This design comes from an exercise in tuning for small area, a short achievable clock period and few clock cycles on the open sky130 flow, not from production work.
Only simulation tests tie the RTL to the original design; equivalence was not proved.

==> design/flow/design.v <==
`default_nettype none
package rrts_pkg;
  typedef enum logic [2:0] {
    MODE_TICK   = 3'd0,
    MODE_SPAWN  = 3'd1,
    MODE_TERM   = 3'd2,
    MODE_BLOCK  = 3'd3,
    MODE_RESUME = 3'd4,
    MODE_SLEEP  = 3'd5,
    MODE_QUERY  = 3'd6,
    MODE_NOP    = 3'd7
  } mode_e;
  typedef enum logic [1:0] {
    STAT_OK       = 2'd0,
    STAT_NO_FREE  = 2'd1,
    STAT_NO_THR   = 2'd2,
    STAT_MAIN_SLP = 2'd3
  } status_e;
  typedef enum logic [1:0] {
    RS_READY   = 2'd0,
    RS_RUNNING = 2'd1,
    RS_BLOCKED = 2'd2
  } run_state_e;
  localparam logic [31:0] QuantaMax = 32'hFFFF_FFFF;
endpackage
`default_nettype wire
`default_nettype none
module rrts_sat_inc
(
  input  wire logic [31:0] a_i,
  input  wire logic [31:0] b_i,
  output logic      [31:0] sum_o,
  output logic             le_o
);
  logic [32:0] sum_w;
  assign sum_w = {1'b0, a_i} + {1'b0, b_i};
  assign sum_o = sum_w[32] ? rrts_pkg::QuantaMax : sum_w[31:0];
  assign le_o  = (a_i <= b_i);
endmodule
`default_nettype wire
`default_nettype none
module round_robin_thread_scheduler
#(
  parameter int MAX_THREADS = 16
) (
  input  wire logic        clk_i,
  input  wire logic        rst_ni,
  input  wire logic        in_valid_i,
  output logic             in_stall_o,
  input  wire logic [2:0]  mode_i,
  input  wire logic [3:0]  thread_id_i,
  input  wire logic [15:0] sleep_quanta_i,
  output logic             out_valid_o,
  input  wire logic        out_stall_i,
  output logic [1:0]       status_o,
  output logic [31:0]      result_value_o,
  output logic [3:0]       running_thread_o,
  output logic             running_valid_o,
  output logic [31:0]      total_quanta_o
);
  localparam int IW = $clog2(MAX_THREADS);
  localparam int CW = $clog2(MAX_THREADS + 1);
  localparam logic [CW-1:0] CntMax = CW'(MAX_THREADS);
  localparam logic [IW-1:0] IdxLast = IW'(MAX_THREADS - 1);
  localparam logic [CW:0]   SlotWrap = (CW+1)'(MAX_THREADS);
  localparam logic [2:0] S_IDLE = 3'd0;
  localparam logic [2:0] S_DEC  = 3'd1;
  localparam logic [2:0] S_SRCH = 3'd2;
  localparam logic [2:0] S_RMV  = 3'd3;
  localparam logic [2:0] S_SW   = 3'd4;
  localparam logic [2:0] S_WAKE = 3'd5;
  localparam logic [2:0] S_DONE = 3'd6;
  logic [2:0] state_q, state_d;
  logic [MAX_THREADS-1:0] used_q, blk_q, slp_q;
  logic [1:0]             rs_q [MAX_THREADS];
  logic [31:0]            dl_q [MAX_THREADS];
  logic [31:0]            ptq_q [MAX_THREADS];
  logic [IW-1:0]          fifo_q [MAX_THREADS];
  logic [IW-1:0]          head_q;
  logic [CW-1:0]          cnt_q;
  logic [IW-1:0]          cur_q;
  logic                   curv_q;
  logic [31:0]            gq_q;
  logic [2:0]    mode_q;
  logic [IW-1:0] tid_q;
  logic          tid_ok_q;
  logic [15:0]   slpq_q;
  logic [CW-1:0] k_q;
  logic [CW-1:0] kept_q;
  logic [IW-1:0] rm_q;
  logic          ov_q;
  logic [1:0]    st_q;
  logic [31:0]   val_q;
  logic [31:0] alu_a, alu_b, alu_s;
  logic        alu_le;
  rrts_sat_inc u_alu (.a_i(alu_a), .b_i(alu_b), .sum_o(alu_s), .le_o(alu_le));
  logic [IW-1:0] k_idx;
  assign k_idx = k_q[IW-1:0];
  function automatic logic [IW-1:0] fidx(input logic [IW-1:0] h, input logic [CW-1:0] o);
    logic [CW:0] s;
    s = {{(CW+1-IW){1'b0}}, h} + {1'b0, o};
    if (s >= SlotWrap) s = s - SlotWrap;
    fidx = s[IW-1:0];
  endfunction
  logic accept;
  assign in_stall_o = (state_q != S_IDLE) || ov_q;
  assign accept = in_valid_i && !in_stall_o;
  always_comb begin
    alu_a = 32'd1;
    alu_b = gq_q;
    unique case (state_q)
      S_DEC: begin
        alu_a = {16'd0, slpq_q};
        alu_b = gq_q;
      end
      S_SW: begin
        alu_a = 32'd1;
        alu_b = (cnt_q != '0) ? ptq_q[fifo_q[head_q]] : ptq_q[cur_q];
      end
      S_WAKE: begin
        alu_a = dl_q[k_idx];
        alu_b = gq_q;
      end
      default: ;
    endcase
  end
  logic [31:0] gq_inc;
  assign gq_inc = (gq_q == rrts_pkg::QuantaMax) ? gq_q : gq_q + 32'd1;
  always_ff @(posedge clk_i or negedge rst_ni) begin
    if (!rst_ni) begin
      state_q  <= S_IDLE;
      used_q   <= MAX_THREADS'(1);
      blk_q    <= '0;
      slp_q    <= '0;
      for (int i = 0; i < MAX_THREADS; i++) rs_q[i] <= rrts_pkg::RS_READY;
      rs_q[0]  <= rrts_pkg::RS_RUNNING;
      ptq_q[0] <= 32'd1;
      head_q   <= '0;
      cnt_q    <= '0;
      cur_q    <= '0;
      curv_q   <= 1'b1;
      gq_q     <= 32'd1;
      ov_q     <= 1'b0;
    end else begin
      if (ov_q && !out_stall_i) ov_q <= 1'b0;
      unique case (state_q)
        S_IDLE: begin
          if (accept) begin
            mode_q   <= mode_i;
            tid_q    <= IW'(thread_id_i);
            tid_ok_q <= (32'(thread_id_i) < 32'(MAX_THREADS));
            slpq_q   <= sleep_quanta_i;
            st_q     <= rrts_pkg::STAT_OK;
            val_q    <= '0;
            k_q      <= '0;
            kept_q   <= '0;
            state_q  <= S_DEC;
          end
        end
        S_DEC: begin
          state_q <= S_DONE;
          unique case (mode_q)
            rrts_pkg::MODE_TICK: state_q <= S_SW;
            rrts_pkg::MODE_SPAWN: begin
              st_q    <= rrts_pkg::STAT_NO_FREE;
              state_q <= S_SRCH;
            end
            rrts_pkg::MODE_TERM, rrts_pkg::MODE_BLOCK, rrts_pkg::MODE_RESUME, rrts_pkg::MODE_QUERY: begin
              if (!tid_ok_q || !used_q[tid_q]) begin
                st_q <= rrts_pkg::STAT_NO_THR;
              end else if (mode_q == rrts_pkg::MODE_QUERY) begin
                val_q <= ptq_q[tid_q];
              end else if (mode_q == rrts_pkg::MODE_RESUME) begin
                blk_q[tid_q] <= 1'b0;
                if (rs_q[tid_q] == rrts_pkg::RS_BLOCKED && !slp_q[tid_q]) begin
                  rs_q[tid_q] <= rrts_pkg::RS_READY;
                  if (cnt_q < CntMax) begin
                    fifo_q[fidx(head_q, cnt_q)] <= tid_q;
                    cnt_q <= cnt_q + 1'b1;
                  end
                end
              end else if (mode_q == rrts_pkg::MODE_BLOCK) begin
                blk_q[tid_q] <= 1'b1;
                if (rs_q[tid_q] == rrts_pkg::RS_RUNNING) begin
                  rs_q[tid_q] <= rrts_pkg::RS_BLOCKED;
                  state_q <= S_SW;
                end else if (rs_q[tid_q] == rrts_pkg::RS_READY) begin
                  rs_q[tid_q] <= rrts_pkg::RS_BLOCKED;
                  rm_q    <= tid_q;
                  state_q <= S_RMV;
                end
              end else begin
                used_q[tid_q] <= 1'b0;
                blk_q[tid_q]  <= 1'b0;
                slp_q[tid_q]  <= 1'b0;
                rs_q[tid_q]   <= rrts_pkg::RS_READY;
                if (rs_q[tid_q] == rrts_pkg::RS_RUNNING) begin
                  curv_q  <= 1'b0;
                  cur_q   <= '0;
                  state_q <= S_SW;
                end else if (rs_q[tid_q] == rrts_pkg::RS_READY) begin
                  rm_q    <= tid_q;
                  state_q <= S_RMV;
                end
              end
            end
            rrts_pkg::MODE_SLEEP: begin
              if (!curv_q) begin
                st_q <= rrts_pkg::STAT_NO_THR;
              end else if (cur_q == '0) begin
                st_q <= rrts_pkg::STAT_MAIN_SLP;
              end else begin
                slp_q[cur_q] <= 1'b1;
                dl_q[cur_q]  <= alu_s;
                rs_q[cur_q]  <= rrts_pkg::RS_BLOCKED;
                state_q      <= S_SW;
              end
            end
            default: ;
          endcase
        end
        S_SRCH: begin
          if (!used_q[k_idx]) begin
            used_q[k_idx] <= 1'b1;
            rs_q[k_idx]   <= rrts_pkg::RS_READY;
            blk_q[k_idx]  <= 1'b0;
            slp_q[k_idx]  <= 1'b0;
            ptq_q[k_idx]  <= '0;
            if (cnt_q < CntMax) begin
              fifo_q[fidx(head_q, cnt_q)] <= k_idx;
              cnt_q <= cnt_q + 1'b1;
            end
            st_q    <= rrts_pkg::STAT_OK;
            val_q   <= 32'(k_idx);
            state_q <= S_DONE;
          end else if (k_idx == IdxLast) begin
            state_q <= S_DONE;
          end
          k_q <= k_q + 1'b1;
        end
        S_RMV: begin
          if (k_q == cnt_q) begin
            cnt_q   <= kept_q;
            state_q <= S_DONE;
          end else begin
            if (fifo_q[fidx(head_q, k_q)] != rm_q) begin
              fifo_q[fidx(head_q, kept_q)] <= fifo_q[fidx(head_q, k_q)];
              kept_q <= kept_q + 1'b1;
            end
            k_q <= k_q + 1'b1;
          end
        end
        S_SW: begin
          if (curv_q && rs_q[cur_q] == rrts_pkg::RS_RUNNING) begin
            rs_q[cur_q] <= rrts_pkg::RS_READY;
            if (cnt_q == '0) begin
              ptq_q[cur_q] <= alu_s;
              rs_q[cur_q]  <= rrts_pkg::RS_RUNNING;
            end else begin
              fifo_q[fidx(head_q, cnt_q)] <= cur_q;
              cur_q <= fifo_q[head_q];
              rs_q[fifo_q[head_q]]  <= rrts_pkg::RS_RUNNING;
              ptq_q[fifo_q[head_q]] <= alu_s;
              head_q <= fidx(head_q, CW'(1));
            end
          end else if (cnt_q != '0) begin
            cur_q  <= fifo_q[head_q];
            curv_q <= 1'b1;
            rs_q[fifo_q[head_q]]  <= rrts_pkg::RS_RUNNING;
            ptq_q[fifo_q[head_q]] <= alu_s;
            head_q <= fidx(head_q, CW'(1));
            cnt_q  <= cnt_q - 1'b1;
          end else begin
            curv_q <= 1'b0;
            cur_q  <= '0;
          end
          gq_q    <= gq_inc;
          k_q     <= '0;
          state_q <= S_WAKE;
        end
        S_WAKE: begin
          if (used_q[k_idx] && slp_q[k_idx] && alu_le) begin
            slp_q[k_idx] <= 1'b0;
            if (!blk_q[k_idx] && rs_q[k_idx] == rrts_pkg::RS_BLOCKED) begin
              rs_q[k_idx] <= rrts_pkg::RS_READY;
              if (cnt_q < CntMax) begin
                fifo_q[fidx(head_q, cnt_q)] <= k_idx;
                cnt_q <= cnt_q + 1'b1;
              end
            end
          end
          k_q <= k_q + 1'b1;
          if (k_idx == IdxLast) state_q <= S_DONE;
        end
        S_DONE: begin
          ov_q    <= 1'b1;
          state_q <= S_IDLE;
        end
        default: state_q <= S_IDLE;
      endcase
    end
  end
  assign out_valid_o      = ov_q;
  assign status_o         = st_q;
  assign result_value_o   = val_q;
  assign running_thread_o = curv_q ? 4'(cur_q) : 4'd0;
  assign running_valid_o  = curv_q;
  assign total_quanta_o   = gq_q;
endmodule
`default_nettype wire
==> design/flow/run.sh <==
#!/bin/bash
# synth_recipe.tcl (not shown) runs the flow's synth.tcl, then flattens the netlist and writes it again
# the make line also repeats each setting of config.mk as NAME=value (left out here)
make -C /OpenROAD-flow-scripts/flow DESIGN_CONFIG=/design/flow/config.mk WORK_HOME=/design/flow/orfs CLKGATE_MAP_FILE= SYNTH_SCRIPT=/design/flow/synth_recipe.tcl finish
==> design/flow/config.mk <==
export PLATFORM = sky130hd
export DESIGN_NAME = round_robin_thread_scheduler
export DESIGN_NICKNAME = round_robin_thread_scheduler
export VERILOG_FILES = /design/flow/design.v
export SDC_FILE = /design/flow/constraint.sdc
export NUM_CORES = 8
export LEC_CHECK = 0
export CAP_MARGIN = 20
export CORE_MARGIN = 2
export CORE_UTILIZATION = 40
export SLEW_MARGIN = 20
==> design/flow/constraint.sdc <==
create_clock -name core_clock -period 12.0 [get_ports {clk_i}]
set_input_delay 2.4000 -clock core_clock [delete_from_list [all_inputs] [get_ports {clk_i}]]
set_output_delay 2.4000 -clock core_clock [all_outputs]
set_load 0.01 [all_outputs]
==> summary.md <==
| Metric | Value |
|---|---|
| Share of cells above drive strength 1 | 0.123 |
| Commonest cells after routing, fill and taps aside | edfxtp_1, a22oi_1, nand2_1 |
| Initial drt markers | 11.5k |
| Via count of the first global-routing pass | 53.5k |
| Final-layout setup total negative slack | 0 ns |
| Port Buffers | 99 |
| Residual overflow from global routing | 0 |
| Number of warnings issued by yosys | 5 |
| Final hold slack | 0.496 ns |
| Setup-failing EPs final | 0 |
| Iteration count of the initial detailed-routing pass | 16 |
| Cell area after synthesis | around 64000 um^2 |
| Fraction of registers with async set or reset after synthesis | 0.129 |
| Std cell rows | 146 |
| CTS Root Buffer Type | clkbuf_16 |
| Cell type with the largest total area after synthesis | edfxtp_1 |
| Clock latency on the worst-skew pair | 0.84 ns |
| Critical path buffers and inverters | 4 |
| Worst-path clk slew | roughly 0.060 ns |
| Seq/Total Area, Yosys | 0.577 |
| RSZ-0062 raised after global routing | false |
| TritonCTS Buffers | 142 |
| Share of the synthesized area in the top cell type | 0.514 |
| Area contributors post-synth | edfxtp_1, a22oi_1, dfrtp_1 |
| Worst path arrival time | 9.98 ns |
| Area of the die | 163000 um^2 |
| Starting Density | 0.403 |
| Max-cap violation count | 0 |
| CP Capture Type | flip-flop |
| Most common cell type on the critical path | buf_4 |
| Count of different cell masters after synthesis | 109 |
| Cell at the slowest stage of the critical path | nor2_1 |
| Number of sinks driven by the clock tree | 1257 |
| Average size of a mapped cell | 11.8 um^2 |
| Count of flip-flops with a built-in enable after synthesis | approximately 1.1k |
| Commonest non-fill, non-tap cell in the layout | edfxtp_1 |
| Maximum number of pins on one net before global-route repair | 65 |
| Die span in y | approximately 400 um |
| Net count of the mapped netlist | 5542 |
| Minimum clock period after layout | roughly 9.6 ns |
| Crit path cell chain | ha_1 > or3_1 > nor3_4 > or4_4 > o21ai_4 > buf_4 > nor4_4 > buf_4 > a22o_1 > a221oi_1 > nand4_1 > o41a_1 > ha_1 > or2_2 > o221ai_1 > a211oi_1 > o31ai_1 > a31oi_1 > a31oi_1 > nor2_2 > buf_4 > nor2_1 > inv_1 |
| Number of top-level pins | 100 |
| Final wirelength | 316000 um |
| Global-route wire length before repair | 432000 um |
| Core Area | 159000 um^2 |
| Prevailing post-synth register cell | edfxtp_1 |
| Count of nets after finishing | ~5.6k |
| Run status | complete, no violations |
| Detail Placement HPWL | slightly below 200000 um |
| X dimension of the die | 404 um |
| Kind of critical path | reg2reg |
| Hold Violations, Final | 0 |
| Worst max-slew margin expressed relative to the limit | 0.157 |
| Type of origin of the critical path | flip-flop |
| Worst Skew | 0.0506 ns |
| Least-Margin Pin Slew | about 1.3 ns |
| Number of resized instances in the post-cts repair step | 0 |
| Initial antenna violation count | 26 |
| Number of routed nets with antenna violations | 0 |
| Required time at the worst-slack endpoint | 12.40 ns |
| Max-slew violation count | 0 |
| Vias post-DR | roughly 57k |
| FMAX | 104 MHz |
| DRC violations left | 0 |
| Via density per instance | ~7.5 |
| CP max stage delay | about 0.8 ns |
| Maximum fanout encountered on the critical timing path | 19 |
| Mapped Cells | 5409 |
| Number of buffers added to fix hold violations after cts | 0 |
| Flops & latches, synth | between 1k and 1.5k |
| Number of buffers between clock root and the deepest sink | 3 |
| Post-CTS Setup Bufs | 0 |
| Worst min-delay path class | reg2reg |
| TritonCTS clock tree | yes |
| Post-route fraction of the period consumed by the critical path | 0.798 |
| Overall fraction of global-route tracks in use | 0.376 |
| Deepest level of the CTS H-tree | 4 |
| Largest delay share family, worst path | compound AO/OA/AOI/OAI gates |
| GPL Wtd Cong | 1.08 |
| Signed area change from the synthesized netlist to the final layout | 13.3% |
| Routed len/inst | ~41 um |
## registers in the layout, summed over array words and instances (netlist names), named ones only
name     cells
st_q         2
fifo_q      64
ov_q         1
used_q      16
state_q      3
dl_q       480
slpq_q      16
tid_q        4
curv_q       1
cur_q        4
gq_q        32
kept_q       5
rs_q        32
rm_q         4
val_q       32
mode_q       3
cnt_q        5
k_q          5
slp_q       16
head_q       4
ptq_q      512
## cell families after synthesis
kind of cell / after synthesis / synth area share
DFF: 1257 / 0.577
buffers and inverters: 500 / 0.0324
and+or+nand+nor: 1348 / 0.105
muxes: 135 / 0.0272
AOI/OAI and AO/OA: 1965 / 0.223
adders and majority gates: 106 / 0.0213
xor gates and xnor gates: 98 / 0.0135
## stage by stage
stage,utilization,instance area [um^2],setup slack [ns],instances
final,0.457,72500,2.43,7626
after CTS,0.457,72400,2.83,7613
after detailed placement,0.428,67900,2.91,7353
after global routing,0.457,72500,2.22,7617
after floorplan,-,64000,3.43,5409
after global placement,0.428,67900,3.10,7353
## path summary, 6_finish.rpt
kind | startpoint | end | slack [ns] | cells past startpoint
worst max-delay path | head_q[1]$_DFFE_PN0P_ | dl_q[14][27]$_DFFE_PP_ | 2.43 | 23
worst min register to register | ptq_q[0][0]$_DFFE_PN1P_ | ptq_q[0][0]$_DFFE_PN1P_ | 0.50 | 2
min in group asynchronous | rst_ni | rs_q[13][1]$_DFFE_PN0P_ | 1.53 | 1
max in group asynchronous | rst_ni | gq_q[15]$_DFFE_PN0P_ | 8.84 | 3
worst min-delay path | ptq_q[0][0]$_DFFE_PN1P_ | ptq_q[0][0]$_DFFE_PN1P_ | 0.50 | 2
worst max register to register | head_q[1]$_DFFE_PN0P_ | dl_q[14][27]$_DFFE_PP_ | 2.43 | 23
## synth_stat cells (all sizes together) (49+ instances only)
master	instances
buf	117
a221oi	121
a22o	128
nand3	182
inv	62
edfxtp	1095
mux2i	76
xnor2	70
nor2	294
a22oi	524
nand2	402
a21oi	293
nand4	133
dfrtp	157
o21ai	286
nor2b	49
nor3	72
a31oi	95
ha	101
clkbuf	319
## worst reg2reg max path: cells and delay by family, from the launching register on
kind | cells | cell delay (ns)
buf+inv | 4 | 1.58
flops | 1 | 0.64
fa+ha+maj | 2 | 0.86
simple gates | 8 | 2.59
compound gates | 9 | 3.49
## final cells by class
type / instances / area [um^2]
fillers: 14324 / 86100
flip-flops and latches: 1257 / 36900
multi-input cells: 3652 / 25500
clock buffers: 190 / 3790
repair buffers: 310 / 2620
well taps: 2072 / 2590
clock inverters: 70 / 762
inverters: 64 / 240
diodes: 11 / 27.5
## metal layers
layer  vias up  GRT usage  routed length, um
met5         -     0.0167                453
met4        26      0.239              25900
met3      1565      0.168              50100
met2      5582      0.519             126000
met1     28065      0.476             113000
li1      21852          -                  -
Testbench counts, summed over its fixed seeds: cycles 325,311.

==> port drivers added, routing unchanged <==
The flow's constraints put no driver on any port. The routed layout listed below was extracted and timed again, unchanged, in two steps.
Step 1, drivers: a clkbuf_16 drives clk_i and a buf_2 each remaining input, both assumed.
Step 2 also shifts input and output timing later by t, the mid clock arrival at the registers, as if the neighbouring blocks saw the same clock.
Slacks: ideal ports / drivers / drivers and shift; pairs: ideal ports / drivers.
shift t [ns]: 0.908
slack for setup (ns): 2.426 / 2.426 / 2.426
slew at the worst register clock pin (ns): 0.07 / 0.07
worst slew at a driven data input, ns: 0.05
cell pins on the clock port's net: 1
After both steps setup and hold are still met in this run. For this run, drivers alone change the setup slack by 0.000 ns; drivers and shift together by 0.000 ns.
